Context: an optimization exercise on an open-source flow, tuned for small area, a short achievable clock period and few clock cycles per item. The choices shown serve that exercise and are no tape-out recipe.
RTL that was checked went through simulation tests only; none was proved equivalent to the original.
The RTL of runs 1 to 3 was laid out without a check of its function.
The flow treats the clock pin as an ideal source, which a real chip does not have.
Power figures rest on the tool's default switching activity, not on a simulated workload.

==> design/flow/design.v <==
`timescale 1ns / 1ps
package scit_pkg;
	localparam int NUM_SECTORS = 256;
	localparam int IDX_W       = $clog2(NUM_SECTORS);
	localparam int CNT_W       = IDX_W;
	localparam int CMD_W    = 2;
	localparam int SECTOR_W = 8;
	localparam int ID_W     = 32;
	typedef logic [CMD_W-1:0] cmd_code_t;
	localparam cmd_code_t CMD_SET   = 2'd0;
	localparam cmd_code_t CMD_QUERY = 2'd1;
	localparam cmd_code_t CMD_INIT  = 2'd2;
endpackage
`timescale 1ns / 1ps
module scit_ctrl
(
	input  logic clk,
	input  logic arst_n,
	input  logic in_valid,
	output logic in_stall,
	output logic out_valid,
	input  logic out_stall,
	output logic load
);
	logic out_valid_q;
	assign in_stall  = out_valid_q && out_stall;
	assign load      = !in_stall;
	assign out_valid = out_valid_q;
	always_ff @(posedge clk or negedge arst_n) begin
		if (!arst_n)
			out_valid_q <= 1'b0;
		else
			out_valid_q <= in_valid || in_stall;
	end
endmodule
`timescale 1ns / 1ps
module scit_dp
(
	input  logic                          clk,
	input  logic                          arst_n,
	input  logic                          accept,
	input  logic                          load,
	input  logic                          cfg_we,
	input  logic [scit_pkg::ID_W-1:0]     cfg_wdata,
	input  logic [scit_pkg::CMD_W-1:0]    command,
	input  logic [scit_pkg::SECTOR_W-1:0] sector,
	input  logic [scit_pkg::ID_W-1:0]     change_id,
	output logic [scit_pkg::ID_W-1:0]     sector_id,
	output logic                          cleared,
	output logic                          all_done,
	output logic                          bad_sector
);
	localparam int NS = scit_pkg::NUM_SECTORS;
	logic [scit_pkg::ID_W-1:0]  min_id_q;
	logic [scit_pkg::ID_W-1:0]  cur_id_q;
	logic                       pend_v_q;
	logic [NS-1:0]              raw_q;
	logic [scit_pkg::CNT_W-1:0] cnt_q;
	logic                       hit_q;
	logic                       last_q;
	logic qflag_q;
	logic cleared_q;
	logic all_done_q;
	logic is_set, is_query, is_init;
	logic newer, same, init_ok;
	logic pend_s;
	logic set_all, clr_en, hit;
	logic [15:0] dec_hi, dec_lo;
	assign last_q = hit_q ? (cnt_q == scit_pkg::CNT_W'(2)) : (cnt_q == scit_pkg::CNT_W'(1));
	assign is_set   = (command == scit_pkg::CMD_SET);
	assign is_query = (command == scit_pkg::CMD_QUERY);
	assign is_init  = (command == scit_pkg::CMD_INIT);
	assign newer   = (change_id > cur_id_q);
	assign same    = (change_id == cur_id_q);
	assign init_ok = (cur_id_q <= min_id_q);
	assign pend_s  = pend_v_q && raw_q[sector];
	assign set_all = accept && is_set && newer;
	assign clr_en  = accept && is_set && (newer || same);
	assign hit     = is_set && same && pend_s;
	always_comb begin
		dec_hi = '0;
		dec_lo = '0;
		dec_hi[sector[7:4]] = clr_en;
		dec_lo[sector[3:0]] = 1'b1;
	end
	always_ff @(posedge clk) begin
		for (int i = 0; i < NS; i++)
			raw_q[i] <= (set_all || raw_q[i]) && !(dec_hi[i/16] && dec_lo[i%16]);
		if (set_all)
			cnt_q <= '1;
		else
			cnt_q <= cnt_q - scit_pkg::CNT_W'(hit_q);
		hit_q <= accept && hit;
		if (load) begin
			qflag_q    <= is_query && !pend_s;
			cleared_q  <= is_set && (newer || (same && pend_s));
			all_done_q <= hit && last_q;
		end
	end
	always_ff @(posedge clk or negedge arst_n) begin
		if (!arst_n) begin
			min_id_q <= '0;
			cur_id_q <= '0;
			pend_v_q <= 1'b0;
		end else begin
			if (cfg_we)
				min_id_q <= cfg_wdata;
			if (set_all) begin
				cur_id_q <= change_id;
				pend_v_q <= 1'b1;
			end else if (accept && is_init && init_ok) begin
				cur_id_q <= min_id_q;
				pend_v_q <= 1'b0;
			end
		end
	end
	assign sector_id  = qflag_q ? cur_id_q : '0;
	assign cleared    = cleared_q;
	assign all_done   = all_done_q;
	assign bad_sector = 1'b0;
endmodule
`timescale 1ns / 1ps
module sector_change_id_tracker
(
	input  logic                          clk,
	input  logic                          arst_n,
	input  logic                          cfg_we,
	input  logic [scit_pkg::ID_W-1:0]     cfg_wdata,
	input  logic                          in_valid,
	output logic                          in_stall,
	input  logic [scit_pkg::CMD_W-1:0]    command,
	input  logic [scit_pkg::SECTOR_W-1:0] sector,
	input  logic [scit_pkg::ID_W-1:0]     change_id,
	output logic                          out_valid,
	input  logic                          out_stall,
	output logic [scit_pkg::ID_W-1:0]     sector_id,
	output logic                          cleared,
	output logic                          all_done,
	output logic                          bad_sector
);
	logic load;
	scit_ctrl u_ctrl (
		.clk       (clk),
		.arst_n    (arst_n),
		.in_valid  (in_valid),
		.in_stall  (in_stall),
		.out_valid (out_valid),
		.out_stall (out_stall),
		.load      (load)
	);
	scit_dp u_dp (
		.clk        (clk),
		.arst_n     (arst_n),
		.accept     (in_valid && load),
		.load       (load),
		.cfg_we     (cfg_we),
		.cfg_wdata  (cfg_wdata),
		.command    (command),
		.sector     (sector),
		.change_id  (change_id),
		.sector_id  (sector_id),
		.cleared    (cleared),
		.all_done   (all_done),
		.bad_sector (bad_sector)
	);
endmodule
==> design/flow/flow/run.sh <==
#!/bin/bash
# The standard layout (the standard.sh, standard synthesis unchanged), with
# the port buffers made from buf_2 cells instead of the delay buffers that
# buffer_ports picks by default, repair not held to matching footprints, and
# extra setup repair after CTS (post_cts.tcl). Make's output goes to standard.log.
set -euo pipefail
here=$(pwd)
bash standard.sh "BUFFER_PORTS_ARGS=-buffer_cell sky130_fd_sc_hd__buf_2" \
	MATCH_CELL_FOOTPRINT=0 "POST_CTS_TCL=$here/flow/post_cts.tcl" finish > standard.log 2>&1
==> design/flow/flow/post_cts.tcl <==
# Extra setup repair after CTS, aimed at the worst path only, then legalise.
estimate_parasitics -placement
for {set i 0} {$i < 4} {incr i} {
  repair_timing -setup -setup_margin 2.0 -repair_tns 0 -verbose
}
detailed_placement
check_placement -verbose
report_worst_slack
==> design/flow/standard.sh <==
#!/bin/bash
# synth_recipe.tcl (not shown) runs the flow's synth.tcl, then flattens the netlist and writes it again
# the make line also repeats each setting of config.mk as NAME=value (left out here)
make -C /OpenROAD-flow-scripts/flow DESIGN_CONFIG=/design/flow/config.mk WORK_HOME=/design/flow/orfs CLKGATE_MAP_FILE= SYNTH_SCRIPT=/design/flow/synth_recipe.tcl "${@:-finish}"
==> design/flow/config.mk <==
export PLATFORM = sky130hd
export DESIGN_NAME = sector_change_id_tracker
export DESIGN_NICKNAME = sector_change_id_tracker
export VERILOG_FILES = /design/flow/design.v
export SDC_FILE = /design/flow/constraint.sdc
export NUM_CORES = 4
export LEC_CHECK = 0
export CAP_MARGIN = 20
export CORE_MARGIN = 2
export CORE_UTILIZATION = 55
export SETUP_SLACK_MARGIN = 1.8
export SLEW_MARGIN = 20
export TNS_END_PERCENT = 0
==> design/flow/constraint.sdc <==
create_clock -name core_clock -period 4.0 [get_ports {clk}]
set_input_delay 0.8000 -clock core_clock [delete_from_list [all_inputs] [get_ports {clk}]]
set_output_delay 0.8000 -clock core_clock [all_outputs]
set_load 0.01 [all_outputs]
==> summary.md, run 1 <==
| Metric | Value |
|---|---|
| Status | no timing/DRC/antenna violations |
| Syn Area/Cell | 10.0 um^2 |
| Final worst slack | 1.35 ns |
| Final min period | 2.65 ns |
| Io pins | 116 |
| Post-synth net total | 1704 |
| Int Power | 9.22 mW |
| Sequential area share after synthesis | 45.2% |
| Ranking of synthesized cells by area | dfxtp_1 34%, dfrtp_1 11%, o22a_1 7.1% |
| DPL Wire Length | 31.0 mm |
| Critical Path RT | 4.28 ns |
| Net switching power | 4.44 mW |
| Switching portion of total power | 32.5% |
| Ys flop type | dfxtp_1 |
| Worst-path clk slew | 0.06 ns |
| Routed vias/inst | 6.31 |
| CTS tree | built |
| Comb pwr share | 35.1% |
| Critical path arrival | 2.93 ns |
| Grt ovf | 0 |
| Clk pwr share | 24.7% |
| WL/cell | 24.2 um |
| CP max FO | 7 |
| Setup_tns | 0 ns |
| Vias in the first global route | 12900 |
| Pre-Repair DR Iteration Count | 6 |
| Port Buffers | 114 |
| Clock Latency Late Sink | 0.54 ns |
| Final std cells w/o fill | 2160 |
| Clock sink total | 334 |
| Iteration-0 DRC Markers | 1209 |
| Critical path's slowest cell | mux4_2 |
| Pin count of the biggest net entering global routing | 48 |
| Yosys warns | 2 |
| GRT Resource Usage Total | 33.9% |
| CP startpoint kind | primary input |
| First-pass GRT wire length | 75.9 mm |
| Routability Congestion | 0.960 |
| Area Overhead vs Synth | 28.5% |
| Die span in x | 172 um |
| Critical path class | in2reg |
| Slowest stage delay, CP | 0.50 ns |
| Max VDD drop | 0.000558 V |
| Slew @ Worst Pin | 0.718 ns |
| Reg power frac | 40.2% |
| CP bufs+invs | 3 |
| Most frequent cell after synthesis | dfxtp_1 |
| Hold Fails Final Rpt | 0 |
| # setup viols final | 0 |
| P_leak | 8.27 nW |
| Post-synth cell types | 63 |
| Top-area cell type share of the netlist area | 34.0% |
| Total die area | 0.0297 mm^2 |
| Ratio of final minimum period to clock period | 66.3% |
| Post-synth ARST share | 19.8% |
| Final ANT Viol Nets | 0 |
| # Max-Cap Violations | 0 |
| Initial core utilization | 56.0% |
| Mapped Cells | 1554 |
| Layout Utilization | 72.0% |
| Rows | 61 |
| Routed wire length | 52.2 mm |
| Number of remaining DRC errors | 0 |
| Core area | 0.0279 mm^2 |
| Relative slew slack | 52.1% |
| Commonest cells post-synth | 265 x dfxtp_1, 143 x nor2_1, 126 x o22a_1, 98 x nand2_1, 84 x a31oi_1 |
| CP top delay family | compound AO/OA/AOI/OAI gates |
| Pre-CTS setup slack | 0.257 ns |
| Yosys top cell by area | dfxtp_1 |
| Initial antenna violation count | 3 |
| Max Freq | 377 MHz |
| EDFF count, synth | 3 |
| Post-Syn Area | 0.0156 mm^2 |
| Post-synthesis register bit count | 334 |
| Die Span Y | 172 um |
| Total number of vias | 13600 |
| PD cells | 682 mW/mm^2 |
| Share of layout cells above drive strength 1 | 29.1% |
| Clock Skews | 0.0243 ns |
| Worst-path cell chain | buf_16, buf_16, mux4_2, a22oi_1, a21oi_2, o311a_1, a22oi_2, buf_4, nor4_4, a31o_1 |
| RSZ-0062 raised after global routing | yes |
| Final #Nets | 1901 |
| Worst Hold Class | in2async |
| Inst Count DP | 1999 |
| Max Transition Viols Final | 0 |
| Critical Path End Type | flop |
| Top cell by count, worst path | buf_16 |
| Post-layout power | 13.7 mW |
-- worst paths after layout --
| path | start | end | slack (ns) | depth (start not counted) |
|---|---|---|---|---|
| setup reg to reg | u_dp.cur_id_q[28]$_DFFE_PN0P_ | u_dp.cur_id_q[14]$_DFFE_PN0P_ | 1.36 | 12 |
| setup / recovery | sector[0] | u_dp.cleared_q$_DFFE_PN_ | 1.35 | 10 |
| hold reg to reg | u_dp.raw_q[244]$_DFF_P_ | u_dp.raw_q[244]$_DFF_P_ | 0.47 | 1 |
| min in group core_clock | u_dp.raw_q[244]$_DFF_P_ | u_dp.raw_q[244]$_DFF_P_ | 0.47 | 1 |
| hold / removal | arst_n | u_dp.min_id_q[23]$_DFFE_PN0P_ | 0.28 | 1 |
| max in group asynchronous | arst_n | u_dp.min_id_q[8]$_DFFE_PN0P_ | 2.99 | 2 |
-- sequential cells by signal (all words and copies together) (netlist names) --
name	cells
u_dp.cur_id_q	32
u_dp.qflag_q	1
u_dp.cleared_q	1
u_dp.cnt_q	8
u_dp.all_done_q	1
u_dp.pend_v_q	1
u_dp.raw_q	256
u_dp.hit_q	1
u_dp.min_id_q	32
u_ctrl.out_valid_q	1
-- power groups by stage --
stage | clock network, mW | logic (mW) | registers [mW]
after floorplan | 0 | 2.83 | 5.25
after global placement | 0 | 3.59 | 5.52
after detailed placement | 0 | 3.68 | 5.55
after global routing | 3.54 | 5.18 | 5.61
final | 3.37 | 4.80 | 5.49
-- metal layers --
layer	vias up	wire length [um]	global-route usage, %
li1	6156	-	-
met1	6697	21200	43.5
met2	610	24500	55.3
met3	170	4130	6.45
met4	0	2380	15.9
met5	-	0	0
-- layout make-up --
| type | instances | area (um^2) |
|---|---|---|
| multi-input cells | 1027 | 8400 |
| fillers | 2088 | 7810 |
| flip-flops and latches | 334 | 7050 |
| repair buffers | 274 | 2630 |
| clock buffers | 51 | 1040 |
| well taps | 378 | 473 |
| inverters | 78 | 293 |
| clock inverters | 15 | 156 |
| diodes | 3 | 7.51 |
-- worst reg2reg max path, cell delays in order, from the launching register on --
cell and delay, ns:
dfrtp_1 0.43, inv_1 0.06, ha_1 0.29, nand4_1 0.12, buf_4 0.18, nor4_4 0.35, nand3_4 0.18, nand2_4 0.12
a21oi_4 0.04, buf_6 0.16, nand2b_4 0.17, buf_12 0.16, o221a_2 0.26
-- metrics by stage --
stage	hold WS (ns)	area [um^2]
floorplan	0.441	15700
global placement	0.448	16800
detailed placement	0.458	16800
global route	0.329	20000
finish	0.282	20000
-- kinds of logic after synthesis --
family | synth area share, %
compound gates | 20.9
simple gates | 13.1
buf+inv | 5.16
mux | 9.48
xor+xnor | 0.393
fa+ha+maj | 5.70
flops | 45.2
other cells | 0.0240
-- layout by cell type (no fill, tap or decap), types with 7 or more instances in the layout --
| cell | Yosys | final |
|---|---|---|
| a21o_1 | 9 | 9 |
| a21oi_1 | 50 | 42 |
| a22oi_1 | 15 | 13 |
| a31oi_1 | 84 | 84 |
| and2_1 | 41 | 40 |
| buf_12 | 0 | 14 |
| buf_16 | 0 | 7 |
| buf_2 | 34 | 108 |
| buf_4 | 9 | 100 |
| buf_6 | 0 | 15 |
| clkbuf_1 | 57 | 8 |
| clkbuf_16 | 0 | 63 |
| clkinv_2 | 0 | 9 |
| dfrtp_1 | 66 | 66 |
| dfxtp_1 | 265 | 265 |
| ha_1 | 71 | 59 |
| ha_4 | 0 | 10 |
| inv_1 | 78 | 71 |
| inv_2 | 0 | 7 |
| mux2i_1 | 42 | 42 |
| mux4_2 | 46 | 46 |
| nand2_1 | 98 | 84 |
| nand2_2 | 4 | 15 |
| nand2b_1 | 43 | 37 |
| nand3_1 | 25 | 19 |
| nand4_1 | 15 | 15 |
| nor2_1 | 143 | 130 |
| nor2_2 | 0 | 9 |
| nor2b_1 | 13 | 10 |
| nor3_1 | 15 | 9 |
| o21ai_0 | 41 | 37 |
| o221a_2 | 30 | 26 |
| o22a_1 | 126 | 126 |
| o32a_1 | 30 | 30 |
==> inputs of run 2 (changes only) <==
--- a/design/flow/design.v
+++ b/design/flow/design.v
@@ -58,6 +58,11 @@
 	logic [scit_pkg::CNT_W-1:0] cnt_q;
 	logic                       hit_q;
 	logic                       last_q;
+	logic                       upd_set_q;
+	logic                       upd_clr_q;
+	logic [scit_pkg::SECTOR_W-1:0] upd_sec_q;
+	logic                       rd_raw;
+	logic                       rd_fwd;
 	logic qflag_q;
 	logic cleared_q;
 	logic all_done_q;
@@ -73,19 +78,24 @@
 	assign newer   = (change_id > cur_id_q);
 	assign same    = (change_id == cur_id_q);
 	assign init_ok = (cur_id_q <= min_id_q);
-	assign pend_s  = pend_v_q && raw_q[sector];
+	assign rd_raw  = raw_q[sector];
+	assign rd_fwd  = (upd_set_q || rd_raw) && !(upd_clr_q && (sector == upd_sec_q));
+	assign pend_s  = pend_v_q && rd_fwd;
 	assign set_all = accept && is_set && newer;
 	assign clr_en  = accept && is_set && (newer || same);
 	assign hit     = is_set && same && pend_s;
 	always_comb begin
 		dec_hi = '0;
 		dec_lo = '0;
-		dec_hi[sector[7:4]] = clr_en;
-		dec_lo[sector[3:0]] = 1'b1;
+		dec_hi[upd_sec_q[7:4]] = upd_clr_q;
+		dec_lo[upd_sec_q[3:0]] = 1'b1;
 	end
 	always_ff @(posedge clk) begin
 		for (int i = 0; i < NS; i++)
-			raw_q[i] <= (set_all || raw_q[i]) && !(dec_hi[i/16] && dec_lo[i%16]);
+			raw_q[i] <= (upd_set_q || raw_q[i]) && !(dec_hi[i/16] && dec_lo[i%16]);
+		upd_set_q <= set_all;
+		upd_clr_q <= clr_en;
+		upd_sec_q <= sector;
 		if (set_all)
 			cnt_q <= '1;
 		else
==> run 2 against run 1 <==
Utilization down 8.1 points. Total power decreased by 3.0%. First-iteration DRC count shrank 42%. Final area is 8.8% lower. Sequential share of layout area rose by 4.5 points. Synthesized area is 2.2% higher. Sequential cell count increased by 10. Via count shrank 15%. Maximum frequency is 2.2% lower. Die area increased by 2.2%. Critical path depth up 1. Critical endpoint is now u_dp.cur_id_q[16]$_DFFE_PN0P_. Highest routed layer unchanged.
==> summary.md, run 2 <==
| Metric | Value |
|---|---|
| Status | no timing/DRC/antenna violations |
| Total die area | 0.0304 mm^2 (+2.2%) |
| RSZ-0062 raised after global routing | yes |
| Ant. Diodes | 0 (-3) |
| Post-Syn Area | 0.0159 mm^2 (+2.2%) |
| Reg power frac | 44.1% (+3.9 points) |
| Ys flop type | dfxtp_1 |
| CP startpoint kind | flop |
| Initial antenna violation count | 0 (-3) |
| Mapped Cells | 1424 (-8.4%) |
| Rows | 62 (+1.6%) |
| Final min period | 2.71 ns (+0.0610 ns) |
| Clock sink total | 344 (+3.0%) |
| Pre-Repair DR Iteration Count | 5 (-1) |
| Critical path class | reg2reg |
| Core area | 0.0286 mm^2 (+2.8%) |
| Syn Area/Cell | 11.2 um^2 (+12%) |
| GRT Resource Usage Total | 26.7% (-7.2 points) |
| Hold Fails Final Rpt | 0 (unchanged) |
| Layout Utilization | 63.9% (-8.1 points) |
| Post-synth net total | 1574 (-7.6%) |
| WL/cell | 21.4 um (-12%) |
| Final ANT Viol Nets | 0 (unchanged) |
| Max Freq | 369 MHz (-2.2%) |
| Routability Congestion | 0.895 (-6.7%) |
| Grt ovf | 0 (unchanged) |
| Comb pwr share | 30.4% (-4.7 points) |
| Io pins | 116 (unchanged) |
| Number of flip-flops under the largest register name | 256 (unchanged) |
| Max VDD drop | 0.000451 V (-19%) |
| Biggest regs | u_dp.raw_q (256), u_dp.cur_id_q (32), u_dp.min_id_q (32) |
| Total number of vias | 11600 (-15%) |
| Number of remaining DRC errors | 0 (unchanged) |
| Die span in x | 174 um (+1.1%) |
| Routed vias/inst | 6.09 (-3.5%) |
| Critical Path RT | 4.41 ns (+0.13 ns) |
| Most frequent cell after synthesis | dfxtp_1 |
| Switching portion of total power | 28.7% (-3.8 points) |
| Max Transition Viols Final | 0 (unchanged) |
| Share of layout cells above drive strength 1 | 21.0% (-8.1 points) |
| Ratio of final minimum period to clock period | 67.8% (+1.5 points) |
| Most frequent cells in the layout | 274 x dfxtp_1, 256 x o22a_1, 109 x buf_2 |
| Critical Path End Type | flop |
| Initial core utilization | 55.7% (-0.28 points) |
| P_leak | 7.48 nW (-9.5%) |
| Setup_tns | 0 ns (unchanged) |
| Slew @ Worst Pin | 1.09 ns (+0.371 ns) |
| Yosys top cell by area | dfxtp_1 |
| Port Buffers | 114 (unchanged) |
| Int Power | 9.46 mW (+2.5%) |
| Routed wire length | 40.9 mm (-22%) |
| PD cells | 725 mW/mm^2 (+6.4%) |
| Worst-path clk slew | 0.06 ns (about the same) |
| Commonest non-fill, non-tap cell in the layout | dfxtp_1 |
| Die Span Y | 174 um (+1.1%) |
| Yosys warns | 2 (unchanged) |
| Top-area cell type share of the netlist area | 34.5% (+0.51 points) |
| Post-synth cell types | 64 (+1.6%) |
| Most flops, register | u_dp.raw_q |
| Commonest cells post-synth | 275 x dfxtp_1, 256 x o22a_1, 84 x clkbuf_1, 79 x nand2_1, 78 x inv_1 |
| Clock Skews | 0.0175 ns (-0.00682 ns) |
| Post-synthesis register bit count | 344 (+3.0%) |
| # Max-Cap Violations | 0 (unchanged) |
| Sequential area share after synthesis | 45.4% (+0.27 points) |
| Final #Nets | 1651 (-13%) |
| EDFF count, synth | 3 (unchanged) |
| Critical path arrival | 3.12 ns (+0.19 ns) |
| DPL Wire Length | 25.5 mm (-18%) |
| Vias in the first global route | 11600 (-10%) |
| Net switching power | 3.80 mW (-14%) |
| Relative slew slack | 27.2% (-25 points) |
| Post-synth ARST share | 19.2% (-0.57 points) |
| # setup viols final | 0 (unchanged) |
| Worst Hold Class | in2async |
| First-pass GRT wire length | 64.1 mm (-16%) |
| Iteration-0 DRC Markers | 703 (-42%) |
| Ranking of synthesized cells by area | dfxtp_1 35%, o22a_1 14%, dfrtp_1 10% |
| Clk pwr share | 25.4% (+0.7 points) |
| Area Overhead vs Synth | 14.7% |
| Pin count of the biggest net entering global routing | 221 (+360%) |
| CTS tree | built |
| Clock Latency Late Sink | 0.53 ns (about the same) |
| CP max FO | 5 (-2) |
-- run 2: logic make-up after synthesis --
group / after synthesis / synth area share [%]
AOI/OAI and AO/OA: 392 / 19.5
DFF: 344 / 45.4
and+or+nand+nor: 246 / 7.96
buffers and inverters: 191 / 5.83
muxes: 158 / 14.5
adders and majority gates: 71 / 5.57
xor gates and xnor gates: 21 / 1.15
other: 1 / 0.0235
-- run 2: metal layers --
layer	vias up	wire (um)	global-route usage, %
met2	289	20200	46.2
met5	-	0	0
met4	0	1050	9.03
met3	69	1650	3.17
li1	5490	-	-
met1	5797	18000	34.6
-- run 2: through the flow --
stage | power (mW) | hold WS, ns | cell area [um^2] | setup slack (ns) | cells
2_1_floorplan | 8.82 | 0.450 | 16000 | 1.11 | 1424
3_3_place_gp | 9.62 | 0.455 | 16500 | 0.416 | 1825
3_5_place_dp | 9.76 | 0.465 | 16500 | 0.369 | 1825
5_1_grt | 14.1 | 0.337 | 18300 | 1.22 | 1912
6_report | 13.3 | 0.306 | 18300 | 1.29 | 1912
-- run 2: layout make-up --
class                   count  area (um^2)
fillers                  2332        10300
clock buffers              54         1120
inverters                  78          293
flip-flops and latches    344         7250
well taps                 384          480
clock inverters            13         86.3
multi-input cells         890         7960
repair buffers            149         1090
-- run 2: worst paths after layout --
kind	start	to	slack, ns	depth (start not counted)
min reg2reg	u_dp.raw_q[238]$_DFF_P_	u_dp.raw_q[238]$_DFF_P_	0.48	1
min in group core_clock	u_dp.raw_q[238]$_DFF_P_	u_dp.raw_q[238]$_DFF_P_	0.48	1
min	arst_n	u_dp.min_id_q[14]$_DFFE_PN0P_	0.31	1
max in group asynchronous	arst_n	u_dp.cur_id_q[1]$_DFFE_PN0P_	2.93	2
max	u_dp.cur_id_q[31]$_DFFE_PN0P_	u_dp.cur_id_q[16]$_DFFE_PN0P_	1.29	11
max reg2reg	u_dp.cur_id_q[31]$_DFFE_PN0P_	u_dp.cur_id_q[16]$_DFFE_PN0P_	1.29	11
-- run 2: power groups by stage --
stage	logic, mW	registers (mW)	clock network (mW)
after detailed placement	3.87	5.90	0
after global routing	4.47	6.02	3.57
final	4.04	5.85	3.37
after global placement	3.78	5.85	0
after floorplan	3.18	5.64	0
-- run 2: critical path: stages (launching register included) --
cell and delay, ns:
dfrtp_1 0.43, ha_4 0.31, nand3_4 0.06, or4_4 0.58, nor2_4 0.15, o211ai_1 0.17
o21ai_2 0.13, o21ai_4 0.07, buf_6 0.15, clkbuf_16 0.17, mux2i_1 0.12, mux2_2 0.26
==> inputs of run 3 (changes only) <==
==> design/flow/flow/run.sh (replaced) <==
#!/bin/bash
# The standard layout (the standard.sh, standard synthesis unchanged), with
# the port buffers made from buf_2 cells instead of the delay buffers that
# buffer_ports picks by default. The full make output goes to standard.log.
set -euo pipefail
bash standard.sh "BUFFER_PORTS_ARGS=-buffer_cell sky130_fd_sc_hd__buf_2" finish > standard.log 2>&1
removed: design/flow/flow/post_cts.tcl
==> run 3 against run 2 <==
Still clean on timing, DRC and antenna. Sequential share of layout area shrank 0.054 points. Total power hardly changed. Final area grew 0.14%. Setup slack improved by 0.0036 ns. Highest routed layer unchanged. Via count is 0.11% higher. Critical path depth did not move. Sequential power is essentially flat. Final cell count hardly changed. Clock power barely moved. Utilization increased by 0.087 points.
==> summary.md, run 3 <==
| Metric | Value |
|---|---|
| Status | no timing/DRC/antenna violations |
| Total CTS buffers | 38 |
| Syn Area/Cell | 11.2 um^2 (unchanged) |
| Core area | 0.0286 mm^2 (unchanged) |
| Post-synthesis register bit count | 344 (unchanged) |
| Yosys top cell by area | dfxtp_1 |
| Critical path class | reg2reg |
| Vias in the first global route | 11600 (+0.0086%) |
| # setup viols final | 0 (unchanged) |
| P_leak | 7.50 nW (+0.20%) |
| Hold slack | 0.304 ns (-0.00261 ns) |
| CTS tree | built |
| Clock Skews | 0.0182 ns (+0.000703 ns) |
| Critical path's slowest cell | or4_4 |
| Design Area, Final | 0.0183 mm^2 (+0.14%) |
| CP max FO | 5 (unchanged) |
| Hold Fails Final Rpt | 0 (unchanged) |
| First-pass GRT wire length | 64.2 mm (+0.12%) |
| Most frequent cell after synthesis | dfxtp_1 |
| Slew @ Worst Pin | 1.08 ns (-0.00453 ns) |
| Worst path depth | 11 (unchanged) |
| EDFF count, synth | 3 (unchanged) |
| Max Freq | 369 MHz (+0.13%) |
| Post-synth cell types | 64 (unchanged) |
| Post-layout power | 13.3 mW (about the same) |
| Ranking of synthesized cells by area | dfxtp_1 35%, o22a_1 14%, dfrtp_1 10% |
| Initial antenna violation count | 0 (unchanged) |
| RSZ-0062 raised after global routing | yes |
| Biggest regs | u_dp.raw_q (256), u_dp.cur_id_q (32), u_dp.min_id_q (32) |
| Die span in x | 174 um (unchanged) |
| Die Span Y | 174 um (unchanged) |
| CP startpoint kind | flop |
| Post-DP Area | 0.0165 mm^2 (unchanged) |
| DPL Wire Length | 25.5 mm (unchanged) |
| Post-synth ARST share | 19.2% (unchanged) |
| Root buf cell | clkbuf_16 |
| Total number of vias | 11700 (+0.11%) |
| PD cells | 725 mW/mm^2 (about the same) |
| # Max-Cap Violations | 0 (unchanged) |
| Commonest cells post-synth | 275 x dfxtp_1, 256 x o22a_1, 84 x clkbuf_1, 79 x nand2_1, 78 x inv_1 |
| Pin count of the biggest net entering global routing | 221 (unchanged) |
| Total die area | 0.0304 mm^2 (unchanged) |
| Sequential area share after synthesis | 45.4% (unchanged) |
| Routability Congestion | 0.895 (unchanged) |
| Final #Nets | 1652 (+0.061%) |
| Routed wire length | 40.9 mm (about the same) |
| Max Transition Viols Final | 0 (unchanged) |
| Ys flop type | dfxtp_1 |
| Ratio of final minimum period to clock period | 67.7% (-0.089 points) |
| Critical Path RT | 4.41 ns (about the same) |
| Initial core utilization | 55.7% (unchanged) |
| GRT Resource Usage Total | 26.7% (+0.033 points) |
| Routed vias/inst | 6.09 (about the same) |
| Worst Hold Class | in2async |
| Ant. Diodes | 0 (unchanged) |
| CP top delay family | simple AND/OR/NAND/NOR gates |
| # hold bufs at CTS | 0 |
| Share of layout cells above drive strength 1 | 21.1% (+0.052 points) |
| Pre-Repair DR Iteration Count | 5 (unchanged) |
| WL/cell | 21.4 um (about the same) |
| Critical path arrival | 3.12 ns (about the same) |
| Setup_tns | 0 ns (unchanged) |
| Number of remaining DRC errors | 0 (unchanged) |
| Top-area cell type share of the netlist area | 34.5% (unchanged) |
| CTS H-tree depth | 2 |
| Commonest non-fill, non-tap cell in the layout | dfxtp_1 |
| Port Buffers | 114 (unchanged) |
| Clock Latency Late Sink | 0.53 ns (about the same) |
| Yosys warns | 2 (unchanged) |
| Post-Syn Area | 0.0159 mm^2 (unchanged) |
| CP bufs+invs | 2 (unchanged) |
| Max VDD drop | 0.000454 V (+0.79%) |
| Final ANT Viol Nets | 0 (unchanged) |
| Rows | 62 (unchanged) |
| Mapped Cells | 1424 (unchanged) |
| Layout Utilization | 64.0% (+0.087 points) |
| Worst-path clk slew | 0.06 ns (about the same) |
| Slowest stage delay, CP | 0.58 ns (about the same) |
| Critical Path End Type | flop |
| Iteration-0 DRC Markers | 731 (+4.0%) |
| Grt ovf | 0 (unchanged) |
| Final min period | 2.71 ns (-0.00357 ns) |
| Most flops, register | u_dp.raw_q |
| Relative slew slack | 27.5% (+0.30 points) |
| Worst Reg-to-Reg Cells | 11 (unchanged) |
| Most frequent cells in the layout | 274 x dfxtp_1, 256 x o22a_1, 109 x buf_2 |
| Number of flip-flops under the largest register name | 256 (unchanged) |
| Clock sink total | 344 (unchanged) |
| Post-synth net total | 1574 (unchanged) |
| Clk buf depth | 3 |
| Worst-path cell chain | ha_4, nand3_4, or4_4, nor2_4, o211ai_1, o21ai_2, o21ai_4, buf_6, clkbuf_16, mux2i_1, mux2_2 |
| Area Overhead vs Synth | 14.8% |
| Io pins | 116 (unchanged) |
-- run 3: worst paths after layout --
check | startpoint | end | slack, ns
setup reg to reg | u_dp.cur_id_q[29]$_DFFE_PN0P_ | u_dp.cur_id_q[16]$_DFFE_PN0P_ | 1.29
setup / recovery | u_dp.cur_id_q[29]$_DFFE_PN0P_ | u_dp.cur_id_q[16]$_DFFE_PN0P_ | 1.29
max in group asynchronous | arst_n | u_dp.cur_id_q[1]$_DFFE_PN0P_ | 2.93
hold reg to reg | u_dp.raw_q[238]$_DFF_P_ | u_dp.raw_q[238]$_DFF_P_ | 0.47
min in group core_clock | cfg_wdata[3] | u_dp.min_id_q[3]$_DFFE_PN0P_ | 0.47
hold / removal | arst_n | u_dp.min_id_q[14]$_DFFE_PN0P_ | 0.30
-- run 3: metrics by stage --
stage / worst slack [ns] / cells
2_1_floorplan: 1.11 / 1424
3_3_place_gp: 0.416 / 1825
3_5_place_dp: 0.369 / 1825
4_1_cts: 1.30 / 1906
5_1_grt: 1.22 / 1913
6_report: 1.29 / 1913
-- run 3: kinds of logic (layout without fill, tap and decap cells) --
group,count (synthesis),in the layout,share of synthesized area [%]
compound gates,392,392,19.5
flops,344,344,45.4
simple gates,246,247,7.96
buf+inv,191,295,5.83
mux,158,158,14.5
fa+ha+maj,71,71,5.57
xor+xnor,21,21,1.15
other cells,1,1,0.0235
-- run 3: report_power, final --
| group | leakage, nW | internal (mW) | total (mW) | switching, mW |
|---|---|---|---|---|
| clock network | 0.604 | 1.96 | 3.37 | 1.41 |
| registers | 3.13 | 5.02 | 5.85 | 0.833 |
| logic | 3.77 | 2.48 | 4.04 | 1.56 |
| total | 7.50 | 9.46 | 13.3 | 3.81 |
-- run 3: repair_timing --
item,4_1_cts,5_1_grt
resized for setup,34,29
endpoints found under the setup margin,313,332
pin swaps,9,9
gates cloned,4,3
setup buffers,10,4
-- run 3: cell type report --
| cell class | instances | area, um^2 |
|---|---|---|
| Clock buffer | 54 | 1120 |
| Clock inverter | 13 | 86.3 |
| Fill cell | 2325 | 10300 |
| Inverter | 78 | 293 |
| Multi-Input combinational cell | 890 | 7960 |
| Sequential cell | 344 | 7250 |
| Tap cell | 384 | 480 |
| Timing Repair Buffer | 150 | 1120 |
-- run 3: layer usage --
| layer | track usage (%) | vias to the layer above | share of wire (%) |
|---|---|---|---|
| met5 | 0 | - | 0 |
| met4 | 8.68 | 0 | 2.6 |
| met3 | 3.13 | 69 | 4.1 |
| met2 | 46.5 | 288 | 50 |
| met1 | 34.7 | 5803 | 43 |
| li1 | - | 5498 | - |
-- run 3: worst reg2reg max path, delay by kind of cell, from the launching register on --
kind                       cells  cell delay, ns
and+or+nand+nor                3            0.80
adders and majority gates      1            0.30
AOI/OAI and AO/OA              3            0.37
muxes                          2            0.38
DFF                            1            0.43
buffers and inverters          2            0.32
==> inputs of run 4 (changes only) <==
--- a/design/flow/design.v
+++ b/design/flow/design.v
@@ -75,9 +75,10 @@
 	assign is_set   = (command == scit_pkg::CMD_SET);
 	assign is_query = (command == scit_pkg::CMD_QUERY);
 	assign is_init  = (command == scit_pkg::CMD_INIT);
-	assign newer   = (change_id > cur_id_q);
-	assign same    = (change_id == cur_id_q);
-	assign init_ok = (cur_id_q <= min_id_q);
+	logic min_gt, min_eq;
+	scit_cmp u_cmp_new (.a(change_id), .b(cur_id_q), .gt(newer),  .eq(same));
+	scit_cmp u_cmp_min (.a(min_id_q),  .b(cur_id_q), .gt(min_gt), .eq(min_eq));
+	assign init_ok = min_gt || min_eq;
 	assign rd_raw  = raw_q[sector];
 	assign rd_fwd  = (upd_set_q || rd_raw) && !(upd_clr_q && (sector == upd_sec_q));
 	assign pend_s  = pend_v_q && rd_fwd;
@@ -129,6 +130,16 @@
 	assign all_done   = all_done_q;
 	assign bad_sector = 1'b0;
 endmodule
+module scit_cmp
+(
+	input  logic [scit_pkg::ID_W-1:0] a,
+	input  logic [scit_pkg::ID_W-1:0] b,
+	output logic                      gt,
+	output logic                      eq
+);
+	assign gt = (a > b);
+	assign eq = (a == b);
+endmodule
 `timescale 1ns / 1ps
 module sector_change_id_tracker
 (
--- a/design/flow/config.mk
+++ b/design/flow/config.mk
@@ -7,7 +7,8 @@
 export LEC_CHECK = 0
 export CAP_MARGIN = 20
 export CORE_MARGIN = 2
-export CORE_UTILIZATION = 55
+export CORE_UTILIZATION = 70
 export SETUP_SLACK_MARGIN = 1.8
 export SLEW_MARGIN = 20
+export SYNTH_HIERARCHICAL = 1
 export TNS_END_PERCENT = 0
==> run 4 against run 3 <==
Setup slack improved by 0.036 ns. Final cell count fell by 4.8%. Sequential share of layout area rose by 0.18 points. Critical path depth rose by 4. Via count rose by 5.2%. Non-clock buffer count rose by 10. Synthesized area fell by 1.9%. Clock power rose by 3%.
==> summary.md, run 4 <==
| Metric | Value |
|---|---|
| Final #Nets | 1665 (+0.79%) |
| Status | no timing/DRC/antenna violations |
| Ranking of synthesized cells by area | dfxtp_1 35%, o22a_1 14%, dfrtp_1 11% |
| Ratio of final minimum period to clock period | 66.8% (-0.90 points) |
| RSZ-0062 raised after global routing | yes |
| Largest family of logic cells by synthesized area | compound AO/OA/AOI/OAI gates |
| Total number of vias | 12300 (+5.2%) |
| Yosys top cell by area | dfxtp_1 |
| Post-synth cell types | 63 (-1.6%) |
| # setup viols final | 0 (unchanged) |
| Syn Area/Cell | 11.0 um^2 (-2.1%) |
| Number of flip-flops under the largest register name | 256 (unchanged) |
| Die Span Y | 153 um (-12%) |
| Ys flop type | dfxtp_1 |
| P_leak | 7.48 nW (-0.18%) |
| DPL Wire Length | 24.1 mm (-5.6%) |
| Total die area | 0.0236 mm^2 (-22%) |
| Critical path class | reg2reg |
| Iteration-0 DRC Markers | 1115 (+53%) |
| Post-synthesis register bit count | 344 (unchanged) |
| Routed wire length | 41.6 mm (+1.7%) |
| Critical path arrival | 3.14 ns (+0.02 ns) |
| Post-synth net total | 1576 (+0.13%) |
| Port Buffers | 114 (unchanged) |
| Root buf cell | clkbuf_16 |
| Setup_tns | 0 ns (unchanged) |
| Rows | 54 (-13%) |
| Worst-path clk slew | 0.06 ns (about the same) |
| Clock Skews | 0.0109 ns (-0.00727 ns) |
| Total CTS buffers | 35 (-7.9%) |
| Inst Count DP | 1728 (-5.3%) |
| Relative slew slack | 24.0% (-3.5 points) |
| Post-Syn Area | 0.0156 mm^2 (-1.9%) |
| Layout Utilization | 83.3% (+19 points) |
| Final ANT Viol Nets | 0 (unchanged) |
| Critical Path RT | 4.47 ns (+0.06 ns) |
| Mux share of post-synthesis cell area | 12.6% (-1.9 points) |
| Commonest cells post-synth | 275 x dfxtp_1, 256 x o22a_1, 146 x nand2_1, 85 x clkbuf_1, 81 x inv_1 |
| Max VDD drop | 0.000506 V (+11%) |
| Io pins | 116 (unchanged) |
| Grt ovf | 0 (unchanged) |
| XOR/XNOR Fraction of Synth Area | 0.840% (-0.31 points) |
| First-pass GRT wire length | 65.7 mm (+2.4%) |
| Hold Fails Final Rpt | 0 (unchanged) |
| Routability Congestion | 0.835 (-6.7%) |
| Clk buf depth | 3 (unchanged) |
| Pre-CTS setup slack | 0.671 ns (+0.301 ns) |
| EDFF count, synth | 3 (unchanged) |
| CTS H-tree depth | 2 (unchanged) |
| Initial core utilization | 71.4% (+16 points) |
| Initial antenna violation count | 1 (+1) |
| Most flops, register | u_dp.raw_q |
| # Max-Cap Violations | 0 (unchanged) |
| Yosys warns | 8 (+6) |
| Clock sink total | 344 (unchanged) |
| WL/cell | 22.8 um (+6.8%) |
| # hold bufs at CTS | 0 (unchanged) |
| Fillers | 1245 (-46%) |
| Core area | 0.0219 mm^2 (-24%) |
| Synth Area in Compound Gates | 19.8% (+0.37 points) |
| CP startpoint kind | flop |
| Sequential area share after synthesis | 46.3% (+0.89 points) |
| Critical Path End Type | flop |
| Post-layout power | 12.4 mW (-6.5%) |
| Share of layout cells above drive strength 1 | 24.1% (+3.1 points) |
| Die span in x | 153 um (-12%) |
| Routed vias/inst | 6.73 (+10%) |
| Area Overhead vs Synth | 16.6% |
| Commonest non-fill, non-tap cell in the layout | dfxtp_1 |
| Vias in the first global route | 12200 (+5.8%) |
| Post-DP Area | 0.0163 mm^2 (-1.3%) |
| Hold slack | 0.382 ns (+0.0781 ns) |
| Max Transition Viols Final | 0 (unchanged) |
| Max Freq | 374 MHz (+1.4%) |
| Final std cells w/o fill | 1821 (-4.8%) |
| PD cells | 681 mW/mm^2 (-6.1%) |
| Biggest regs | u_dp.raw_q (256), u_dp.cur_id_q (32), u_dp.min_id_q (32) |
| Top-area cell type share of the netlist area | 35.2% (+0.68 points) |
| CP max FO | 17 (+12) |
| Worst Hold Class | in2async |
| Number of remaining DRC errors | 0 (unchanged) |
| Simple-Gate Fraction of Synth Area | 9.72% (+1.8 points) |
| Mapped Cells | 1426 (+0.14%) |
| Clock Latency Late Sink | 0.53 ns (about the same) |
| Final worst slack | 1.33 ns (+0.0362 ns) |
| Post-synth ARST share | 19.2% (unchanged) |
| Ant. Diodes | 0 (unchanged) |
| Most frequent cells in the layout | 274 x dfxtp_1, 256 x o22a_1, 138 x nand2_1 |
| Pin count of the biggest net entering global routing | 183 (-17%) |
| Design Area, Final | 0.0182 mm^2 (-0.44%) |
| Final min period | 2.67 ns (-0.0362 ns) |
| Synth Area in Adders | 5.68% (+0.11 points) |
| Slew @ Worst Pin | 1.14 ns (+0.0557 ns) |
| Most frequent cell after synthesis | dfxtp_1 |
| GRT Resource Usage Total | 35.2% (+8.5 points) |
| CTS tree | built |
| Pre-Repair DR Iteration Count | 5 (unchanged) |
==> run 4: cells by family after synthesis <==
kind of cell,Yosys count
buffers and inverters,191
other,1
AOI/OAI and AO/OA,381
muxes,128
adders and majority gates,71
DFF,344
and+or+nand+nor,295
xor gates and xnor gates,15
==> run 4: final cells by class <==
class | count | area [um^2] | share of cell area (%)
Clock inverter | 14 | 210 | 1.15
Tap cell | 280 | 350 | 1.92
Inverter | 83 | 313 | 1.72
Clock buffer | 49 | 1020 | 5.60
Timing Repair Buffer | 160 | 1170 | 6.43
Multi-Input combinational cell | 891 | 7910 | 43.4
Sequential cell | 344 | 7250 | 39.8
==> run 4: Yosys stat by module (local to each module, per instance) <==
module | flops+latches | cell area (um^2) | times used
scit_ctrl | 1 | 42.5 | 1
scit_dp | 343 | 13800 | 1
sector_change_id_tracker | 0 | 6.26 | 1
scit_cmp | 0 | 870 | 2
==> run 4: repair_timing <==
item | CTS | global route
gates cloned | 6 | 0
gates resized for setup | 63 | 5
buffers inserted | 23 | 1
pin swaps | 25 | 2
endpoints found under the setup margin | 330 | 335
==> run 4: power breakdown <==
part           switching [mW]  internal (mW)
combinational            1.59           2.00
clock                    1.39           2.07
sequential              0.733           4.62
total                    3.71           8.70
==> run 4: worst max-delay path: stages, from the launching register on <==
cell and delay, ns:
dfrtp_1 0.39, inv_1 0.09, ha_4 0.29, nand4_4 0.13, nor4_4 0.31, buf_4 0.17, a221oi_2 0.05, o21a_2 0.17
a21oi_2 0.19, nor2_2 0.06, nor3_4 0.17, buf_4 0.16, buf_6 0.11, buf_16 0.16, a22oi_1 0.08, nand2_1 0.07
==> run 4: path summary, 6_finish.rpt <==
check                           cells after the start                             to                     startpoint  slack, ns
worst max register to register                     15  u_dp.cur_id_q[27]$_DFFE_PN0P_  u_dp.cur_id_q[31]$_DFFE_PN0P_       1.33
worst min register to register                      1        u_dp.raw_q[196]$_DFF_P_        u_dp.raw_q[196]$_DFF_P_       0.48
worst max-delay path                               15  u_dp.cur_id_q[27]$_DFFE_PN0P_  u_dp.cur_id_q[31]$_DFFE_PN0P_       1.33
worst min-delay path                                1  u_dp.min_id_q[21]$_DFFE_PN0P_                         arst_n       0.38
max in group asynchronous                           2   u_dp.min_id_q[2]$_DFFE_PN0P_                         arst_n       2.68
min in group core_clock                             2   u_ctrl.out_valid_q$_DFF_PN0_                       in_valid       0.46
==> run 4: metal layers <==
layer	global-route usage, %	part of all wire, %	vias to the layer above
li1	-	-	5510
met1	45.7	40	6051
met2	58.9	49	590
met3	5.78	8.1	109
met4	14.6	3.5	2
met5	0	0.031	-
Testbench counts of run 4, summed over its fixed seeds: cycles 32,776, items 32,768.
==> inputs of run 5 (changes only) <==
--- a/design/flow/config.mk
+++ b/design/flow/config.mk
@@ -7,7 +7,7 @@
 export LEC_CHECK = 0
 export CAP_MARGIN = 20
 export CORE_MARGIN = 2
-export CORE_UTILIZATION = 70
+export CORE_UTILIZATION = 55
 export SETUP_SLACK_MARGIN = 1.8
 export SLEW_MARGIN = 20
 export SYNTH_HIERARCHICAL = 1
==> run 5 against run 4 <==
Clock skew up 0.0084 ns. Setup slack better by 0.035 ns. Critical path type unchanged. Count of clock-buffer cells in the layout up 9. Final cell count up 5.1%. Sequential power down 0.7%. First-iteration DRC count down 28%. Final area down 0.37%. Maximum frequency up 1.3%. Hold slack worse by 0.022 ns. Clock power up 6.6%. Sequential cell count unchanged. Global-route usage down 8.0 points. Largest power group unchanged.
==> summary.md, run 5 <==
| Metric | Value |
|---|---|
| Post-DP Area | 0.0164 mm^2 (+0.80%) |
| DPL Wire Length | 25.7 mm (+6.7%) |
| Routed wire length | 41.4 mm (-0.46%) |
| Number of remaining DRC errors | 0 (unchanged) |
| Hold slack | 0.360 ns (-0.0221 ns) |
| Clock Skews | 0.0193 ns (+0.00845 ns) |
| PD cells | 683 mW/mm^2 (+0.33%) |
| WL/cell | 21.6 um (-5.2%) |
| Most frequent cells in the layout | 274 x dfxtp_1, 256 x o22a_1, 138 x nand2_1 |
| Initial antenna violation count | 0 (-1) |
| Max VDD drop | 0.000553 V (+9.3%) |
| Final ANT Viol Nets | 0 (unchanged) |
| Io pins | 116 (unchanged) |
| CTS tree | built |
| Critical path class | reg2reg |
| Ranking of synthesized cells by area | dfxtp_1 35%, o22a_1 14%, dfrtp_1 11% |
| CTS H-tree depth | 2 (unchanged) |
| Pin count of the biggest net entering global routing | 111 (-39%) |
| Routed vias/inst | 6.12 (-9.1%) |
| Post-synthesis register bit count | 344 (unchanged) |
| Core area | 0.0279 mm^2 (+27%) |
| GRT Resource Usage Total | 27.2% (-8.0 points) |
| Critical Path End Type | flop |
| Worst-path cell chain | inv_1, ha_1, o31ai_1, nand2_2, o22a_1 |
| Sequential area share after synthesis | 46.3% (unchanged) |
| CP top delay family | compound AO/OA/AOI/OAI gates |
| Commonest cells post-synth | 275 x dfxtp_1, 256 x o22a_1, 146 x nand2_1, 85 x clkbuf_1, 81 x inv_1 |
| Worst path depth | 5 (-10) |
| Die Span Y | 173 um (+12%) |
| Die span in x | 173 um (+12%) |
| Final #Nets | 1656 (-0.54%) |
| Total number of vias | 11700 (-4.5%) |
| Final min period | 2.64 ns (-0.0346 ns) |
| Clock sink total | 344 (unchanged) |
| Mapped Cells | 1426 (unchanged) |
| Commonest non-fill, non-tap cell in the layout | dfxtp_1 |
| Critical path arrival | 3.06 ns (-0.08 ns) |
| Design Area, Final | 0.0182 mm^2 (-0.37%) |
| Biggest regs | u_dp.raw_q (256), u_dp.cur_id_q (32), u_dp.min_id_q (32) |
| Worst Reg-to-Reg Cells | 5 (-10) |
| Status | no timing/DRC/antenna violations |
| Ant. Diodes | 0 (unchanged) |
| Worst setup path startpoint | u_dp.upd_sec_q[1]$_DFF_P_ |
| Rows | 61 (+13%) |
| Final std cells w/o fill | 1913 (+5.1%) |
| Routability Congestion | 0.813 (-2.6%) |
| Most frequent cell after synthesis | dfxtp_1 |
| Clock Latency Late Sink | 0.54 ns (about the same) |
| Slew @ Worst Pin | 1.14 ns (-0.000582 ns) |
| # hold bufs at CTS | 0 (unchanged) |
| # setup viols final | 0 (unchanged) |
| Inst Count DP | 1830 (+5.9%) |
| Yosys top cell by area | dfxtp_1 |
| # Max-Cap Violations | 0 (unchanged) |
| Hold Fails Final Rpt | 0 (unchanged) |
| Most flops, register | u_dp.raw_q |
| EDFF count, synth | 3 (unchanged) |
| R2r startpoint | u_dp.upd_sec_q[1]$_DFF_P_ |
| Post-synth net total | 1576 (unchanged) |
| Layout Utilization | 65.2% (-18 points) |
| Post-synth ARST share | 19.2% (unchanged) |
| Setup_tns | 0 ns (unchanged) |
| Root buf cell | clkbuf_16 |
| Pre-Repair DR Iteration Count | 5 (unchanged) |
| Top-area cell type share of the netlist area | 35.2% (unchanged) |
| CP max FO | 16 (-1) |
| Total CTS buffers | 38 (+8.6%) |
| Ys flop type | dfxtp_1 |
| CP bufs+invs | 1 (-4) |
| Yosys warns | 8 (unchanged) |
| Iteration-0 DRC Markers | 808 (-28%) |
| Share of layout cells above drive strength 1 | 22.7% (-1.4 points) |
| Critical path's slowest cell | o31ai_1 |
| Post-Syn Area | 0.0156 mm^2 (unchanged) |
| R2R Setup Slk | 1.36 ns (+0.03 ns) |
| Port Buffers | 114 (unchanged) |
| First-pass GRT wire length | 64.4 mm (-2.0%) |
| Critical Path RT | 4.42 ns (-0.05 ns) |
| RSZ-0062 raised after global routing | yes |
| Initial core utilization | 56.1% (-15 points) |
| Syn Area/Cell | 11.0 um^2 (unchanged) |
| Post-synth cell types | 63 (unchanged) |
| P_leak | 7.43 nW (-0.70%) |
| Ratio of final minimum period to clock period | 65.9% (-0.87 points) |
| Number of flip-flops under the largest register name | 256 (unchanged) |
| Grt ovf | 0 (unchanged) |
| Slowest stage delay, CP | 0.74 ns (+0.35 ns) |
| Worst Hold Class | in2async |
| Worst reg2reg path endpoint | u_dp.raw_q[193]$_DFF_P_ |
| Max Transition Viols Final | 0 (unchanged) |
| Area Overhead vs Synth | 16.1% |
| Clk buf depth | 3 (unchanged) |
| CP startpoint kind | flop |
| Max Freq | 379 MHz (+1.3%) |
| Relative slew slack | 24.0% (+0.039 points) |
| Worst-path clk slew | 0.06 ns (about the same) |
| Vias in the first global route | 11400 (-6.7%) |
| CP endpoint | u_dp.raw_q[193]$_DFF_P_ |
| Total die area | 0.0298 mm^2 (+27%) |
## run 5: routing by layer
metal | vias to the layer above | part of all wire, % | wire, um | GRT usage, %
li1 | 5488 | - | - | -
met1 | 5885 | 44 | 18400 | 36.3
met2 | 271 | 48 | 20000 | 46.4
met3 | 64 | 4.7 | 1950 | 3.56
met4 | 0 | 2.6 | 1080 | 7.94
met5 | - | 0 | 0 | 0
## run 5: logic make-up (layout without fill, tap and decap cells)
family,count (synthesis),in the layout,synth area share (%)
mux,128,128,12.6
xor+xnor,15,15,0.840
compound gates,381,381,19.8
fa+ha+maj,71,71,5.68
buf+inv,191,300,4.91
flops,344,344,46.3
simple gates,295,295,9.72
other cells,1,1,0.0240
## run 5: how the worst min path moves through the flow
stage / startpoint / endpoint / slack, ns / cells past startpoint
CTS: arst_n / u_dp.cur_id_q[21]$_DFFE_PN0P_ / 0.37 / 1
global route: arst_n / u_dp.cur_id_q[21]$_DFFE_PN0P_ / 0.42 / 1
detailed placement: u_dp.raw_q[156]$_DFF_P_ / u_dp.raw_q[156]$_DFF_P_ / 0.46 / 1
finish: arst_n / u_dp.cur_id_q[21]$_DFFE_PN0P_ / 0.36 / 1
global placement: u_dp.raw_q[111]$_DFF_P_ / u_dp.raw_q[111]$_DFF_P_ / 0.46 / 1
floorplan: u_dp.raw_q[100]$_DFF_P_ / u_dp.raw_q[100]$_DFF_P_ / 0.45 / 1
## run 5: per-stage QoR
step / worst slack, ns / power, mW
4_1_cts: 1.40 / 12.4
5_1_grt: 1.21 / 13.1
3_3_place_gp: 0.593 / 8.42
6_report: 1.36 / 12.4
3_5_place_dp: 0.545 / 8.56
2_1_floorplan: 1.16 / 7.74
## run 5: power by group
group | switching, mW | internal, mW | total, mW
registers | 0.697 | 4.62 | 5.32
logic | 1.47 | 1.92 | 3.39
clock network | 1.43 | 2.26 | 3.69
## run 5: Yosys stat by module, one instance, submodules excluded
module	times used	cells inside
scit_dp	1	1191
scit_cmp	2	115
scit_ctrl	1	4
sector_change_id_tracker	1	1
## run 5: layout make-up
type,count,area (um^2)
Tap cell,378,473
Fill cell,2275,9700
Inverter,83,324
Sequential cell,344,7250
Clock buffer,58,1150
Timing Repair Buffer,148,953
Clock inverter,11,206
Multi-Input combinational cell,891,7810
## run 5: what timing repair did
action                                  in CTS  in global routing
resized for setup                           33                 10
setup buffers                               11                  0
pin swaps                                    7                  7
gates cloned                                 1                  2
endpoints found under the setup margin     325                335
## run 5: worst register-to-register path, cell delays in order, from the launching register on
cell and delay (ns):
dfxtp_1 0.44, inv_1 0.12, ha_1 0.29, o31ai_1 0.75, nand2_2 0.58, o22a_1 0.33
==> inputs of run 6 (changes only) <==
--- a/design/flow/config.mk
+++ b/design/flow/config.mk
@@ -8,6 +8,8 @@
 export CAP_MARGIN = 20
 export CORE_MARGIN = 2
 export CORE_UTILIZATION = 55
+export CTS_CLUSTER_DIAMETER = 60
+export CTS_CLUSTER_SIZE = 24
 export SETUP_SLACK_MARGIN = 1.8
 export SLEW_MARGIN = 20
 export SYNTH_HIERARCHICAL = 1
==> run 6 against run 5 <==
Sequential power barely moved. Critical path type unchanged. Final cell count fell by 0.63%. Synthesized cell count did not move. Setup slack got worse by 0.067 ns. Clock power fell by 15%. Count of clock-buffer cells in the layout fell by 28. Register-to-register slack got worse by 0.07 ns. Maximum frequency fell by 2.5%. First-iteration DRC count fell by 0.37%. Largest power group unchanged. Sequential share of layout area rose by 0.65 points. Die area did not move.
==> summary.md, run 6 <==
| Metric | Value |
|---|---|
| Pre-CTS setup slack | 0.545 ns (unchanged) |
| First-pass GRT wire length | 64.7 mm (+0.42%) |
| Most frequent cells in the layout | 274 x dfxtp_1, 256 x o22a_1, 138 x nand2_1 |
| Final ANT Viol Nets | 0 (unchanged) |
| Post-Syn Area | 0.0156 mm^2 (unchanged) |
| Critical path class | reg2reg |
| Max Transition Viols Final | 0 (unchanged) |
| Number of flip-flops under the largest register name | 256 (unchanged) |
| Final std cells w/o fill | 1901 (-0.63%) |
| Post-layout power | 11.8 mW (-4.6%) |
| Most flops, register | u_dp.raw_q |
| Number of remaining DRC errors | 0 (unchanged) |
| Ratio of final minimum period to clock period | 67.6% (+1.7 points) |
| Commonest non-fill, non-tap cell in the layout | dfxtp_1 |
| Top-area cell type share of the netlist area | 35.2% (unchanged) |
| Clock Skews | 0.0166 ns (-0.00274 ns) |
| Post-synth cell types | 63 (unchanged) |
| Status | no timing/DRC/antenna violations |
| Hold Fails Final Rpt | 0 (unchanged) |
| Die span in x | 173 um (unchanged) |
| P_leak | 7.29 nW (-1.9%) |
| Design Area, Final | 0.0179 mm^2 (-1.6%) |
| CP bufs+invs | 1 (unchanged) |
| Inst Count DP | 1830 (unchanged) |
| Critical path's slowest cell | nand2_1 |
| Rows | 61 (unchanged) |
| Mapped Cells | 1426 (unchanged) |
| CP startpoint kind | flop |
| Worst Hold Class | in2async |
| Critical Path End Type | flop |
| Hold slack | 0.309 ns (-0.0503 ns) |
| Die Span Y | 173 um (unchanged) |
| # setup viols final | 0 (unchanged) |
| Slowest stage delay, CP | 0.79 ns (+0.05 ns) |
| Iteration-0 DRC Markers | 805 (-0.37%) |
| Total CTS buffers | 29 (-24%) |
| Post-synth ARST share | 19.2% (unchanged) |
| Initial antenna violation count | 1 (+1) |
| Most frequent cell after synthesis | dfxtp_1 |
| Pre-Repair DR Iteration Count | 7 (+2) |
| Post-synthesis register bit count | 344 (unchanged) |
| CP max FO | 16 (unchanged) |
| Root buf cell | clkbuf_16 |
| Total number of vias | 11600 (-0.69%) |
| Clock sink total | 344 (unchanged) |
| GRT Resource Usage Total | 27.2% (+0.033 points) |
| Critical Path RT | 4.47 ns (+0.05 ns) |
| Fillers | 2276 (+0.044%) |
| Yosys warns | 8 (unchanged) |
| Slew @ Worst Pin | 1.16 ns (+0.0163 ns) |
| Setup_tns | 0 ns (unchanged) |
| Final worst slack | 1.30 ns (-0.0670 ns) |
| Post-DP Area | 0.0164 mm^2 (unchanged) |
| Routed wire length | 41.1 mm (-0.78%) |
| Final #Nets | 1649 (-0.42%) |
| WL/cell | 21.6 um (-0.16%) |
| Ys flop type | dfxtp_1 |
| Post-synth net total | 1576 (unchanged) |
| Share of layout cells above drive strength 1 | 22.4% (-0.33 points) |
| Pin count of the biggest net entering global routing | 111 (unchanged) |
| DPL Wire Length | 25.7 mm (unchanged) |
| Sequential area share after synthesis | 46.3% (unchanged) |
| Routed vias/inst | 6.12 (about the same) |
| Core area | 0.0279 mm^2 (unchanged) |
| Ranking of synthesized cells by area | dfxtp_1 35%, o22a_1 14%, dfrtp_1 11% |
| Critical path arrival | 3.17 ns (+0.11 ns) |
| Io pins | 116 (unchanged) |
| Clk buf depth | 3 (unchanged) |
| Total die area | 0.0298 mm^2 (unchanged) |
| Syn Area/Cell | 11.0 um^2 (unchanged) |
| Vias in the first global route | 11300 (-0.94%) |
| Worst-path clk slew | 0.08 ns (+0.02 ns) |
| Max VDD drop | 0.000414 V (-25%) |
| # Max-Cap Violations | 0 (unchanged) |
| Routability Congestion | 0.813 (unchanged) |
| Area Overhead vs Synth | 14.3% |
| Final min period | 2.70 ns (+0.0670 ns) |
| Port Buffers | 114 (unchanged) |
| Worst-path cell chain | inv_1, ha_1, o31ai_1, nand2_1, o22a_1 |
| Biggest regs | u_dp.raw_q (256), u_dp.cur_id_q (32), u_dp.min_id_q (32) |
| Initial core utilization | 56.1% (unchanged) |
| Clock Latency Late Sink | 0.58 ns (+0.04 ns) |
| CTS H-tree depth | 1 (-1) |
| Layout Utilization | 64.1% (-1.0 points) |
| EDFF count, synth | 3 (unchanged) |
| Grt ovf | 0 (unchanged) |
| CTS tree | built |
| PD cells | 662 mW/mm^2 (-3.1%) |
| Relative slew slack | 22.7% (-1.3 points) |
| Max Freq | 370 MHz (-2.5%) |
| Yosys top cell by area | dfxtp_1 |
| CP top delay family | compound AO/OA/AOI/OAI gates |
| RSZ-0062 raised after global routing | yes |
| Commonest cells post-synth | 275 x dfxtp_1, 256 x o22a_1, 146 x nand2_1, 85 x clkbuf_1, 81 x inv_1 |
run 6: cell counts after synthesis:
No cell type changed its count.
run 6: cell families (layout without fill, tap and decap cells):
group,after synthesis,in the layout,share of synthesized area (%)
flip-flops,344,344,46.3
multiplexers,128,128,12.6
AND/OR/NAND/NOR,295,295,9.72
AO/OA/AOI/OAI,381,381,19.8
adder cells (fa/ha/maj),71,71,5.68
XOR/XNOR,15,15,0.840
other,1,2,0.0240
buffers and inverters,191,287,4.91
run 6: cell type report:
| cell class | instances | area [um^2] | area share [%] |
|---|---|---|---|
| antenna | 1 | 2.50 | 0.0140 |
| clock buffer | 30 | 751 | 4.20 |
| clock inverter | 24 | 310 | 1.74 |
| inverter | 83 | 324 | 1.81 |
| multi-input combinational | 891 | 7780 | 43.6 |
| sequential | 344 | 7250 | 40.6 |
| tap | 378 | 473 | 2.65 |
| timing repair buffer | 150 | 975 | 5.45 |
run 6: final timing paths:
kind / slack [ns] / cells past startpoint / startpoint / to
max in group asynchronous: 2.90 / 2 / arst_n / u_dp.min_id_q[5]$_DFFE_PN0P_
worst max-delay path: 1.30 / 5 / u_dp.upd_sec_q[1]$_DFF_P_ / u_dp.raw_q[51]$_DFF_P_
min in group core_clock: 0.41 / 2 / in_valid / u_ctrl.out_valid_q$_DFF_PN0_
worst min-delay path: 0.31 / 1 / arst_n / u_dp.cur_id_q[21]$_DFFE_PN0P_
worst min register to register: 0.48 / 1 / u_dp.raw_q[156]$_DFF_P_ / u_dp.raw_q[156]$_DFF_P_
worst max register to register: 1.30 / 5 / u_dp.upd_sec_q[1]$_DFF_P_ / u_dp.raw_q[51]$_DFF_P_
run 6: routing by layer:
metal / vias to the layer above / share of wire [%] / track usage [%]
met1: 5826 / 44 / 36.7
met5: - / 0 / 0
li1: 5463 / - / -
met2: 279 / 48 / 46.7
met4: 0 / 2.4 / 6.94
met3: 59 / 5.0 / 3.28
run 6: what timing repair did:
| action | CTS | global route |
|---|---|---|
| pin swaps | 18 | 0 |
| setup buffers | 12 | 1 |
| cloned | 3 | 0 |
| endpoints found under the setup margin | 326 | 335 |
| hold buffers | 0 | 0 |
| gates resized for setup | 32 | 0 |
run 6: power by group:
| group | internal (mW) | total, mW | switching (mW) |
|---|---|---|---|
| combinational | 1.93 | 3.40 | 1.46 |
| sequential | 4.62 | 5.31 | 0.698 |
| clock | 1.61 | 3.12 | 1.51 |
| total | 8.16 | 11.8 | 3.67 |
run 6: modules after synthesis, one instance, submodules excluded:
module	cell area [um^2]	copies in the design	cells inside	flip-flops and latches
scit_ctrl	42.5	1	4	1
scit_dp	13800	1	1191	343
scit_cmp	870	2	115	0
sector_change_id_tracker	6.26	1	1	0
run 6: worst register-to-register path, stage by stage, from the launching register on:
cell and delay (ns):
dfxtp_1 0.45, inv_1 0.12, ha_1 0.29, o31ai_1 0.53
nand2_1 0.79, o22a_1 0.42
==> inputs of run 7 (changes only) <==
--- a/design/flow/config.mk
+++ b/design/flow/config.mk
@@ -7,9 +7,10 @@
 export LEC_CHECK = 0
 export CAP_MARGIN = 20
 export CORE_MARGIN = 2
-export CORE_UTILIZATION = 55
+export CORE_UTILIZATION = 50
 export CTS_CLUSTER_DIAMETER = 60
 export CTS_CLUSTER_SIZE = 24
+export PLACE_DENSITY = 0.65
 export SETUP_SLACK_MARGIN = 1.8
 export SLEW_MARGIN = 20
 export SYNTH_HIERARCHICAL = 1
==> run 7 against run 6 <==
Still clean on timing, DRC and antenna. Utilization is 5.4 points lower. Sequential share of layout area shrank 0.35 points. Total power is 0.11% lower. Synthesized cell count unchanged. Setup slack improved by 0.033 ns. Critical endpoint is now u_dp.cur_id_q[28]$_DFFE_PN0P_. Highest routed layer unchanged.
==> summary.md, run 7 <==
| Metric | Value |
|---|---|
| Status | no timing/DRC/antenna violations |
| WL/cell | 21.5 um (-0.34%) |
| Yosys top cell by area | dfxtp_1 |
| DPL Wire Length | 25.4 mm (-1.1%) |
| CP max FO | 8 (-8) |
| Initial antenna violation count | 1 (unchanged) |
| Clock Skews | 0.0244 ns (+0.00780 ns) |
| Slowest stage delay, CP | 0.42 ns (-0.37 ns) |
| Grt ovf | 0 (unchanged) |
| Critical path's slowest cell | dfrtp_1 |
| Total CTS buffers | 28 (-3.4%) |
| Most frequent cells in the layout | 274 x dfxtp_1, 256 x o22a_1, 119 x nand2_1 |
| Hold Fails Final Rpt | 0 (unchanged) |
| Post-synth net total | 1576 (unchanged) |
| Max Transition Viols Final | 0 (unchanged) |
| Root buf cell | clkbuf_16 |
| Sequential area share after synthesis | 46.3% (unchanged) |
| Biggest regs | u_dp.raw_q (256), u_dp.cur_id_q (32), u_dp.min_id_q (32) |
| Final #Nets | 1652 (+0.18%) |
| Critical Path RT | 4.46 ns (about the same) |
| Final min period | 2.67 ns (-0.0333 ns) |
| Max Freq | 374 MHz (+1.2%) |
| Post-Syn Area | 0.0156 mm^2 (unchanged) |
| Number of remaining DRC errors | 0 (unchanged) |
| CP top delay family | simple AND/OR/NAND/NOR gates |
| Yosys warns | 8 (unchanged) |
| Final ANT Viol Nets | 0 (unchanged) |
| Most flops, register | u_dp.raw_q |
| Clk buf depth | 3 (unchanged) |
| EDFF count, synth | 3 (unchanged) |
| Rows | 64 (+4.9%) |
| Ys flop type | dfxtp_1 |
| P_leak | 7.30 nW (about the same) |
| Commonest non-fill, non-tap cell in the layout | dfxtp_1 |
## run 7: worst reg2reg max path, stage by stage, from the launching register on
cell and delay, ns:
dfrtp_1 0.42, inv_2 0.07, ha_4 0.27, and4_4 0.25
nand3_2 0.07, a211o_1 0.27, a31o_1 0.22, a21oi_2 0.13
nor2_2 0.06, nor3_2 0.22, buf_6 0.14, nor2_4 0.04
buf_12 0.13, clkbuf_16 0.17, nand2_2 0.07, nand2_1 0.04
## run 7: timing repair
action,4_1_cts,5_1_grt
gates resized for setup,27,41
hold buffers,0,0
setup endpoints to repair,321,335
pin swaps,6,14
buffers inserted,12,10
gates cloned,2,1
## run 7: stage by stage
| stage | utilization (%) | instances | power (mW) | setup slack (ns) | instance area, um^2 |
|---|---|---|---|---|---|
| final | 58.8 | 1919 | 11.8 | 1.33 | 18000 |
| after global routing | 58.8 | 1919 | 12.5 | 1.20 | 18000 |
| after CTS | 58.0 | 1908 | 11.7 | 1.38 | 17800 |
| after detailed placement | 53.7 | 1843 | 8.55 | 0.633 | 16500 |
| after global placement | 53.7 | 1843 | 8.41 | 0.700 | 16500 |
| after floorplan | - | 1426 | 7.74 | 1.16 | 15700 |
## run 7: path summary, 6_finish.rpt
| path | startpoint | to | cells past startpoint |
|---|---|---|---|
| hold / removal | sector[7] | u_dp.upd_sec_q[7]$_DFF_P_ | 1 |
| max in group asynchronous | arst_n | u_dp.cur_id_q[11]$_DFFE_PN0P_ | 2 |
| min in group asynchronous | arst_n | u_dp.min_id_q[21]$_DFFE_PN0P_ | 2 |
| hold reg to reg | u_dp.raw_q[12]$_DFF_P_ | u_dp.raw_q[12]$_DFF_P_ | 1 |
| setup / recovery | u_dp.cur_id_q[13]$_DFFE_PN0P_ | u_dp.cur_id_q[28]$_DFFE_PN0P_ | 15 |
| setup reg to reg | u_dp.cur_id_q[13]$_DFFE_PN0P_ | u_dp.cur_id_q[28]$_DFFE_PN0P_ | 15 |
## run 7: logic make-up (layout without fill, tap and decap cells)
| family | after synthesis | count (layout) | share of synthesized area (%) |
|---|---|---|---|
| AOI/OAI and AO/OA | 381 | 381 | 19.8 |
| DFF | 344 | 344 | 46.3 |
| and+or+nand+nor | 295 | 295 | 9.72 |
| buffers and inverters | 191 | 288 | 4.91 |
| muxes | 128 | 128 | 12.6 |
| adders and majority gates | 71 | 71 | 5.68 |
| xor gates and xnor gates | 15 | 15 | 0.840 |
| other | 1 | 1 | 0.0240 |
## run 7: cell type report
cell class	count	area [um^2]
Fill cell	2612	12600
Multi-Input combinational cell	891	7920
Sequential cell	344	7250
Timing Repair Buffer	154	1050
Clock buffer	28	701
Tap cell	396	495
Inverter	83	313
Clock inverter	23	290
## run 7: power by group
| part | switching (mW) | internal [mW] | total, mW | leakage [nW] |
|---|---|---|---|---|
| clock network | 1.48 | 1.44 | 2.93 | 0.471 |
| logic | 1.53 | 2.04 | 3.57 | 3.74 |
| registers | 0.705 | 4.62 | 5.32 | 3.09 |
| total | 3.71 | 8.10 | 11.8 | 7.30 |
## run 7: layer usage
layer	up-vias	GRT usage, %	part of all wire [%]
met2	336	40.4	47
li1	5478	-	-
met4	0	6.32	2.6
met5	-	0	0
met3	69	3.57	5.8
met1	5923	33.9	44
## run 7: Yosys stat by module, one instance, submodules excluded
module | cells inside | area (um^2) | copies in the design | flops+latches
scit_dp | 1191 | 13800 | 1 | 343
scit_cmp | 115 | 870 | 2 | 0
scit_ctrl | 4 | 42.5 | 1 | 1
sector_change_id_tracker | 1 | 6.26 | 1 | 0

Check on run 7: ideal ports give 1.329 ns setup slack; a clkbuf_16 on the clock port and buf_2 on the inputs give 1.329 ns; moving port delays by the midpoint clock arrival (0.622 ns) as well gives 0.803 ns.
